This is an optimization exercise on Yosys and OpenROAD, whose aim is small area and a short achievable clock period, not a production implementation. At most, simulation tests tie the RTL to the original design; equivalence was not proved. Power is estimated from default activity; no workload was simulated.

==> flow/design.v <==
`timescale 1ns/1ps
`default_nettype none
package cnt_pkg;
  localparam int CNT_NUM = 4;
  localparam int CNT_W   = 32;
  localparam int INTR_W  = 2 * CNT_NUM;
endpackage
`default_nettype wire
`timescale 1ns/1ps
`default_nettype none
module cnt_apb_regs (
  input  logic [31:0]                 i_paddr,
  input  logic                        i_pwrite,
  input  logic                        i_psel,
  input  logic                        i_penable,
  output logic                        o_wr,
  output logic                        o_rd,
  output logic                        o_sel_trig,
  output logic                        o_sel_sts,
  output logic                        o_sel_mset,
  output logic                        o_sel_mclr,
  output logic [cnt_pkg::CNT_NUM-1:0] o_sel_ctrl,
  output logic [cnt_pkg::CNT_NUM-1:0] o_sel_tgt,
  output logic [cnt_pkg::CNT_NUM-1:0] o_sel_cnt,
  output logic [cnt_pkg::CNT_NUM-1:0] o_sel_cap
);
  logic       base;
  logic [3:0] ofs;
  assign o_wr = i_psel & ~i_penable & i_pwrite;
  assign o_rd = i_psel & ~i_penable & ~i_pwrite;
  assign base = ~|{i_paddr[31:7], i_paddr[1:0]};
  always_comb begin
    for (int k = 0; k < 4; k++) ofs[k] = (i_paddr[3:2] == k[1:0]);
  end
  assign o_sel_trig = base & (i_paddr[6:4] == 3'd0) & ofs[0];
  assign o_sel_sts  = base & (i_paddr[6:4] == 3'd0) & ofs[1];
  assign o_sel_mset = base & (i_paddr[6:4] == 3'd0) & ofs[2];
  assign o_sel_mclr = base & (i_paddr[6:4] == 3'd0) & ofs[3];
  for (genvar n = 0; n < cnt_pkg::CNT_NUM; n++) begin : g_sel
    logic blk;
    assign blk           = base & (i_paddr[6:4] == 3'(n + 2));
    assign o_sel_ctrl[n] = blk & ofs[0];
    assign o_sel_tgt[n]  = blk & ofs[1];
    assign o_sel_cnt[n]  = blk & ofs[2];
    assign o_sel_cap[n]  = blk & ofs[3];
  end
endmodule
`default_nettype wire
`timescale 1ns/1ps
`default_nettype none
module cnt_channel (
  input  logic        i_pclk,
  input  logic        i_prst_n,
  input  logic        i_wr,
  input  logic        i_rd,
  input  logic        i_sel_ctrl,
  input  logic        i_sel_tgt,
  input  logic        i_sel_cnt,
  input  logic        i_sel_cap,
  input  logic        i_glb_trig,    
  input  logic [31:0] i_wdata,
  input  logic        i_din_a,
  output logic        o_dout_a,
  output logic        o_dout_a_oen,
  output logic [31:0] o_rdata,       
  output logic        o_cmp_evt,
  output logic        o_cap_evt
);
  logic        en_q, edge_q, ovwr_q;
  logic [31:0] tgt_q;
  logic        tgt_vld_q;
  logic        clear_q;      
  logic        run_nx_q;     
  logic        run_q;
  logic [31:0] cnt_q;
  logic [31:0] cap_q;
  logic        full_q;
  logic        cap_vld_q;
  logic        dout_q, cmp_evt_q, cap_evt_q;
  logic        din_s1, din_s2, din_d;
  logic [31:0] cnt_tgl;
  logic ctrl_wr, glb, start_in, stop_in, clear_in;
  logic load, counting, eq, hit, edge_hit, cap_take, cap_read;
  assign ctrl_wr  = i_wr & i_sel_ctrl;
  assign glb      = i_glb_trig & en_q;
  assign start_in = (ctrl_wr & i_wdata[4]) | (glb & i_wdata[0]);
  assign stop_in  = (ctrl_wr & i_wdata[5]) | (glb & i_wdata[1]);
  assign clear_in = (ctrl_wr & i_wdata[6]) | (glb & i_wdata[2]);
  always_ff @(posedge i_pclk or negedge i_prst_n) begin
    if (!i_prst_n) begin
      en_q   <= 1'b0;
      edge_q <= 1'b0;
      ovwr_q <= 1'b0;
    end else if (ctrl_wr) begin
      en_q   <= i_wdata[0];
      edge_q <= i_wdata[1];
      ovwr_q <= i_wdata[2];
    end
  end
  always_ff @(posedge i_pclk) begin
    if (i_wr & i_sel_tgt) begin
      tgt_q <= i_wdata;
    end
  end
  always_ff @(posedge i_pclk or negedge i_prst_n) begin
    if (!i_prst_n) begin
      tgt_vld_q <= 1'b0;
    end else if (i_wr & i_sel_tgt) begin
      tgt_vld_q <= 1'b1;
    end
  end
  always_ff @(posedge i_pclk or negedge i_prst_n) begin
    if (!i_prst_n) begin
      clear_q  <= 1'b0;
      run_nx_q <= 1'b0;
      run_q    <= 1'b0;
    end else begin
      clear_q  <= clear_in;
      run_nx_q <= ~stop_in & (start_in | run_nx_q);
      run_q    <= run_nx_q;
    end
  end
  assign load     = i_wr & i_sel_cnt;
  assign counting = run_q & en_q;
  assign eq       = tgt_vld_q ? (cnt_q == tgt_q) : (cnt_q == 32'd0);
  assign hit      = counting & eq & ~clear_q & ~load;
  always_comb begin
    cnt_tgl[0] = counting;
    for (int i = 1; i < 32; i++) cnt_tgl[i] = counting & (&(cnt_q | ~((32'd1 << i) - 32'd1)));
  end
  always_ff @(posedge i_pclk or negedge i_prst_n) begin
    if (!i_prst_n) begin
      cnt_q <= '0;
    end else begin
      cnt_q <= ({32{~clear_q & load}} & i_wdata)
             | ({32{~clear_q & ~load & ~(counting & eq)}} & (cnt_q ^ cnt_tgl));
    end
  end
  always_ff @(posedge i_pclk or negedge i_prst_n) begin
    if (!i_prst_n) begin
      dout_q    <= 1'b0;
      cmp_evt_q <= 1'b0;
    end else begin
      dout_q    <= dout_q ^ hit;
      cmp_evt_q <= hit;
    end
  end
  always_ff @(posedge i_pclk or negedge i_prst_n) begin
    if (!i_prst_n) begin
      din_s1 <= 1'b0;
      din_s2 <= 1'b0;
      din_d  <= 1'b0;
    end else begin
      din_s1 <= i_din_a;
      din_s2 <= din_s1;
      din_d  <= din_s2;
    end
  end
  assign edge_hit = (din_s2 ^ din_d) & (din_d == edge_q);
  assign cap_take = en_q & edge_hit & (~full_q | ovwr_q);
  assign cap_read = i_rd & i_sel_cap;
  always_ff @(posedge i_pclk or negedge i_prst_n) begin
    if (!i_prst_n) begin
      full_q    <= 1'b0;
      cap_evt_q <= 1'b0;
    end else begin
      full_q    <= cap_take | (full_q & ~cap_read);
      cap_evt_q <= cap_take;
    end
  end
  always_ff @(posedge i_pclk) begin
    if (cap_take) begin
      cap_q <= cnt_q;
    end
  end
  always_ff @(posedge i_pclk or negedge i_prst_n) begin
    if (!i_prst_n) begin
      cap_vld_q <= 1'b0;
    end else if (cap_take) begin
      cap_vld_q <= 1'b1;
    end
  end
  assign o_rdata = ({32{i_sel_tgt & tgt_vld_q}} & tgt_q)
                 | ({32{i_sel_cnt}} & cnt_q)
                 | ({32{i_sel_cap & cap_vld_q}} & cap_q)
                 | ({32{i_sel_ctrl}} & {22'd0, full_q, run_q, 5'd0, ovwr_q, edge_q, en_q});
  assign o_dout_a     = dout_q;
  assign o_dout_a_oen = en_q;
  assign o_cmp_evt    = cmp_evt_q;
  assign o_cap_evt    = cap_evt_q;
endmodule
`default_nettype wire
`timescale 1ns/1ps
`default_nettype none
module cnt_intr_ctrl (
  input  logic                       i_pclk,
  input  logic                       i_prst_n,
  input  logic [cnt_pkg::INTR_W-1:0] i_evt,
  input  logic                       i_sts_clr_wr,
  input  logic                       i_mask_set_wr,
  input  logic                       i_mask_clr_wr,
  input  logic [cnt_pkg::INTR_W-1:0] i_data,
  output logic [cnt_pkg::INTR_W-1:0] o_sts,
  output logic [cnt_pkg::INTR_W-1:0] o_mask,
  output logic                       o_int
);
  logic [cnt_pkg::INTR_W-1:0] sts_q;
  logic [cnt_pkg::INTR_W-1:0] mask_q;
  logic                       int_q;
  always_ff @(posedge i_pclk or negedge i_prst_n) begin
    if (!i_prst_n) begin
      sts_q <= '0;
    end else begin
      sts_q <= (sts_q & ~({cnt_pkg::INTR_W{i_sts_clr_wr}} & i_data)) | i_evt;
    end
  end
  always_ff @(posedge i_pclk or negedge i_prst_n) begin
    if (!i_prst_n) begin
      mask_q <= '0;
    end else if (i_mask_set_wr) begin
      mask_q <= mask_q | i_data;
    end else if (i_mask_clr_wr) begin
      mask_q <= mask_q & ~i_data;
    end
  end
  always_ff @(posedge i_pclk or negedge i_prst_n) begin
    if (!i_prst_n) begin
      int_q <= 1'b0;
    end else begin
      int_q <= |(sts_q & mask_q);
    end
  end
  assign o_sts  = sts_q;
  assign o_mask = mask_q;
  assign o_int  = int_q;
endmodule
`default_nettype wire
`timescale 1ns/1ps
`default_nettype none
module counter_top (
  input  logic                        i_pclk,
  input  logic                        i_prst_n,
  input  logic [31:0]                 i_paddr,
  input  logic [31:0]                 i_pwdata,
  input  logic                        i_pwrite,
  input  logic                        i_psel,
  input  logic                        i_penable,
  output logic [31:0]                 o_prdata,
  input  logic [cnt_pkg::CNT_NUM-1:0] i_extern_din_a,
  output logic [cnt_pkg::CNT_NUM-1:0] o_extern_dout_a,
  output logic [cnt_pkg::CNT_NUM-1:0] o_extern_dout_a_oen,
  output logic                        o_int
);
  logic                           wr, rd;
  logic                           sel_trig, sel_sts, sel_mset, sel_mclr;
  logic [cnt_pkg::CNT_NUM-1:0]    sel_ctrl, sel_tgt, sel_cnt, sel_cap;
  logic [cnt_pkg::CNT_NUM*32-1:0] ch_rdata;
  logic [cnt_pkg::INTR_W-1:0]     intr_evt;
  logic [cnt_pkg::INTR_W-1:0]     intr_sts;
  logic [cnt_pkg::INTR_W-1:0]     intr_mask;
  logic [31:0]                    rdata;
  logic [31:0]                    prdata_q;
  cnt_apb_regs u_dec (
    .i_paddr    (i_paddr),
    .i_pwrite   (i_pwrite),
    .i_psel     (i_psel),
    .i_penable  (i_penable),
    .o_wr       (wr),
    .o_rd       (rd),
    .o_sel_trig (sel_trig),
    .o_sel_sts  (sel_sts),
    .o_sel_mset (sel_mset),
    .o_sel_mclr (sel_mclr),
    .o_sel_ctrl (sel_ctrl),
    .o_sel_tgt  (sel_tgt),
    .o_sel_cnt  (sel_cnt),
    .o_sel_cap  (sel_cap)
  );
  for (genvar n = 0; n < cnt_pkg::CNT_NUM; n++) begin : g_ch
    cnt_channel u_ch (
      .i_pclk       (i_pclk),
      .i_prst_n     (i_prst_n),
      .i_wr         (wr),
      .i_rd         (rd),
      .i_sel_ctrl   (sel_ctrl[n]),
      .i_sel_tgt    (sel_tgt[n]),
      .i_sel_cnt    (sel_cnt[n]),
      .i_sel_cap    (sel_cap[n]),
      .i_glb_trig   (wr & sel_trig),
      .i_wdata      (i_pwdata),
      .i_din_a      (i_extern_din_a[n]),
      .o_dout_a     (o_extern_dout_a[n]),
      .o_dout_a_oen (o_extern_dout_a_oen[n]),
      .o_rdata      (ch_rdata[32*n +: 32]),
      .o_cmp_evt    (intr_evt[2*n]),
      .o_cap_evt    (intr_evt[2*n+1])
    );
  end
  cnt_intr_ctrl u_intr (
    .i_pclk        (i_pclk),
    .i_prst_n      (i_prst_n),
    .i_evt         (intr_evt),
    .i_sts_clr_wr  (wr & sel_sts),
    .i_mask_set_wr (wr & sel_mset),
    .i_mask_clr_wr (wr & sel_mclr),
    .i_data        (i_pwdata[cnt_pkg::INTR_W-1:0]),
    .o_sts         (intr_sts),
    .o_mask        (intr_mask),
    .o_int         (o_int)
  );
  always_comb begin
    rdata = {24'd0, ({8{sel_sts}} & intr_sts) | ({8{sel_mset}} & intr_mask)};
    for (int n = 0; n < cnt_pkg::CNT_NUM; n++) rdata = rdata | ch_rdata[32*n +: 32];
  end
  always_ff @(posedge i_pclk) begin
    prdata_q <= rdata;
  end
  assign o_prdata = prdata_q;
endmodule
`default_nettype wire
export LEC_CHECK = 0
export CAP_MARGIN = 20
export CORE_MARGIN = 2
export CORE_UTILIZATION = 40
export SETUP_SLACK_MARGIN = 1.0
export SLEW_MARGIN = 20
create_clock -name core_clock -period 3.5 [get_ports {i_pclk}]
standard.sh (not shown) runs the stock make flow with config.mk's settings and CLKGATE_MAP_FILE= SYNTH_SCRIPT=/design/flow/synth_recipe.tcl, a recipe that flattens the netlist after the stock synthesis.
==> flow/flow/run.sh <==
#!/bin/bash
# Standard layout, with the port buffers made from plain buf_2 cells instead
# of the delay cells buffer_ports picks on its own.
set -euo pipefail
export BUFFER_PORTS_ARGS="-buffer_cell sky130_fd_sc_hd__buf_2"
bash standard.sh finish > make_finish.log 2>&1
Change:
--- a/flow/design.v
+++ b/flow/design.v
@@ -65,13 +65,12 @@
   output logic [31:0] o_rdata,       
   output logic        o_cmp_evt,
   output logic        o_cap_evt
 );
   logic        en_q, edge_q, ovwr_q;
   logic [31:0] tgt_q;
-  logic        tgt_vld_q;
   logic        clear_q;      
   logic        run_nx_q;     
   logic        run_q;
   logic [31:0] cnt_q;
   logic [31:0] cap_q;
   logic        full_q;
@@ -94,22 +93,17 @@
     end else if (ctrl_wr) begin
       en_q   <= i_wdata[0];
       edge_q <= i_wdata[1];
       ovwr_q <= i_wdata[2];
     end
   end
-  always_ff @(posedge i_pclk) begin
-    if (i_wr & i_sel_tgt) begin
-      tgt_q <= i_wdata;
-    end
-  end
   always_ff @(posedge i_pclk or negedge i_prst_n) begin
     if (!i_prst_n) begin
-      tgt_vld_q <= 1'b0;
+      tgt_q <= '0;
     end else if (i_wr & i_sel_tgt) begin
-      tgt_vld_q <= 1'b1;
+      tgt_q <= i_wdata;
     end
   end
   always_ff @(posedge i_pclk or negedge i_prst_n) begin
     if (!i_prst_n) begin
       clear_q  <= 1'b0;
       run_nx_q <= 1'b0;
@@ -119,13 +113,13 @@
       run_nx_q <= ~stop_in & (start_in | run_nx_q);
       run_q    <= run_nx_q;
     end
   end
   assign load     = i_wr & i_sel_cnt;
   assign counting = run_q & en_q;
-  assign eq       = tgt_vld_q ? (cnt_q == tgt_q) : (cnt_q == 32'd0);
+  assign eq       = (cnt_q == tgt_q);
   assign hit      = counting & eq & ~clear_q & ~load;
   always_comb begin
     cnt_tgl[0] = counting;
     for (int i = 1; i < 32; i++) cnt_tgl[i] = counting & (&(cnt_q | ~((32'd1 << i) - 32'd1)));
   end
   always_ff @(posedge i_pclk or negedge i_prst_n) begin
@@ -177,13 +171,13 @@
     if (!i_prst_n) begin
       cap_vld_q <= 1'b0;
     end else if (cap_take) begin
       cap_vld_q <= 1'b1;
     end
   end
-  assign o_rdata = ({32{i_sel_tgt & tgt_vld_q}} & tgt_q)
+  assign o_rdata = ({32{i_sel_tgt}} & tgt_q)
                  | ({32{i_sel_cnt}} & cnt_q)
                  | ({32{i_sel_cap & cap_vld_q}} & cap_q)
                  | ({32{i_sel_ctrl}} & {22'd0, full_q, run_q, 5'd0, ovwr_q, edge_q, en_q});
   assign o_dout_a     = dout_q;
   assign o_dout_a_oen = en_q;
   assign o_cmp_evt    = cmp_evt_q;
Power decreases by 3.1%.
Combinational power decreases by 5.3%.
Area after synthesis increases by 1.2%.
Count of clock-buffer cells in the layout increases by 1.
Cell area decreases by 1.3%.
Wire length decreases by 11%.
Global-route usage decreases by 4.2 points.
The RTL of the first run of this note was laid out without a check of its function.

-- static timing again, ports no longer ideal --
The results above use ideal ports. As a check the final layouts listed here were re-extracted and re-timed, cells and wires unchanged.
Step 1 sets driving cells, clkbuf_16 on the clock port and buf_2 on the other inputs (assumed; they add their load-dependent delay and slew).
Step 2 also shifts input and output timing later by t, the mid clock arrival at the registers, as if the neighbouring blocks saw the same clock.
Three values: ideal, step 1, step 2; two values: the first two.
| run | t, ns | slack for setup (ns) | worst setup path after step 2 |
|---|---|---|---|
| the first run | 0.676 | 0.850 / 0.850 / 0.358 | input to register |
| the second run | 0.674 | 0.968 / 0.968 / 0.340 | input to register |
After both steps setup and hold are still met in every run listed. The setup slack of the second run, which loses most, moves by 0.000 ns with the drivers and by -0.628 ns with both steps.
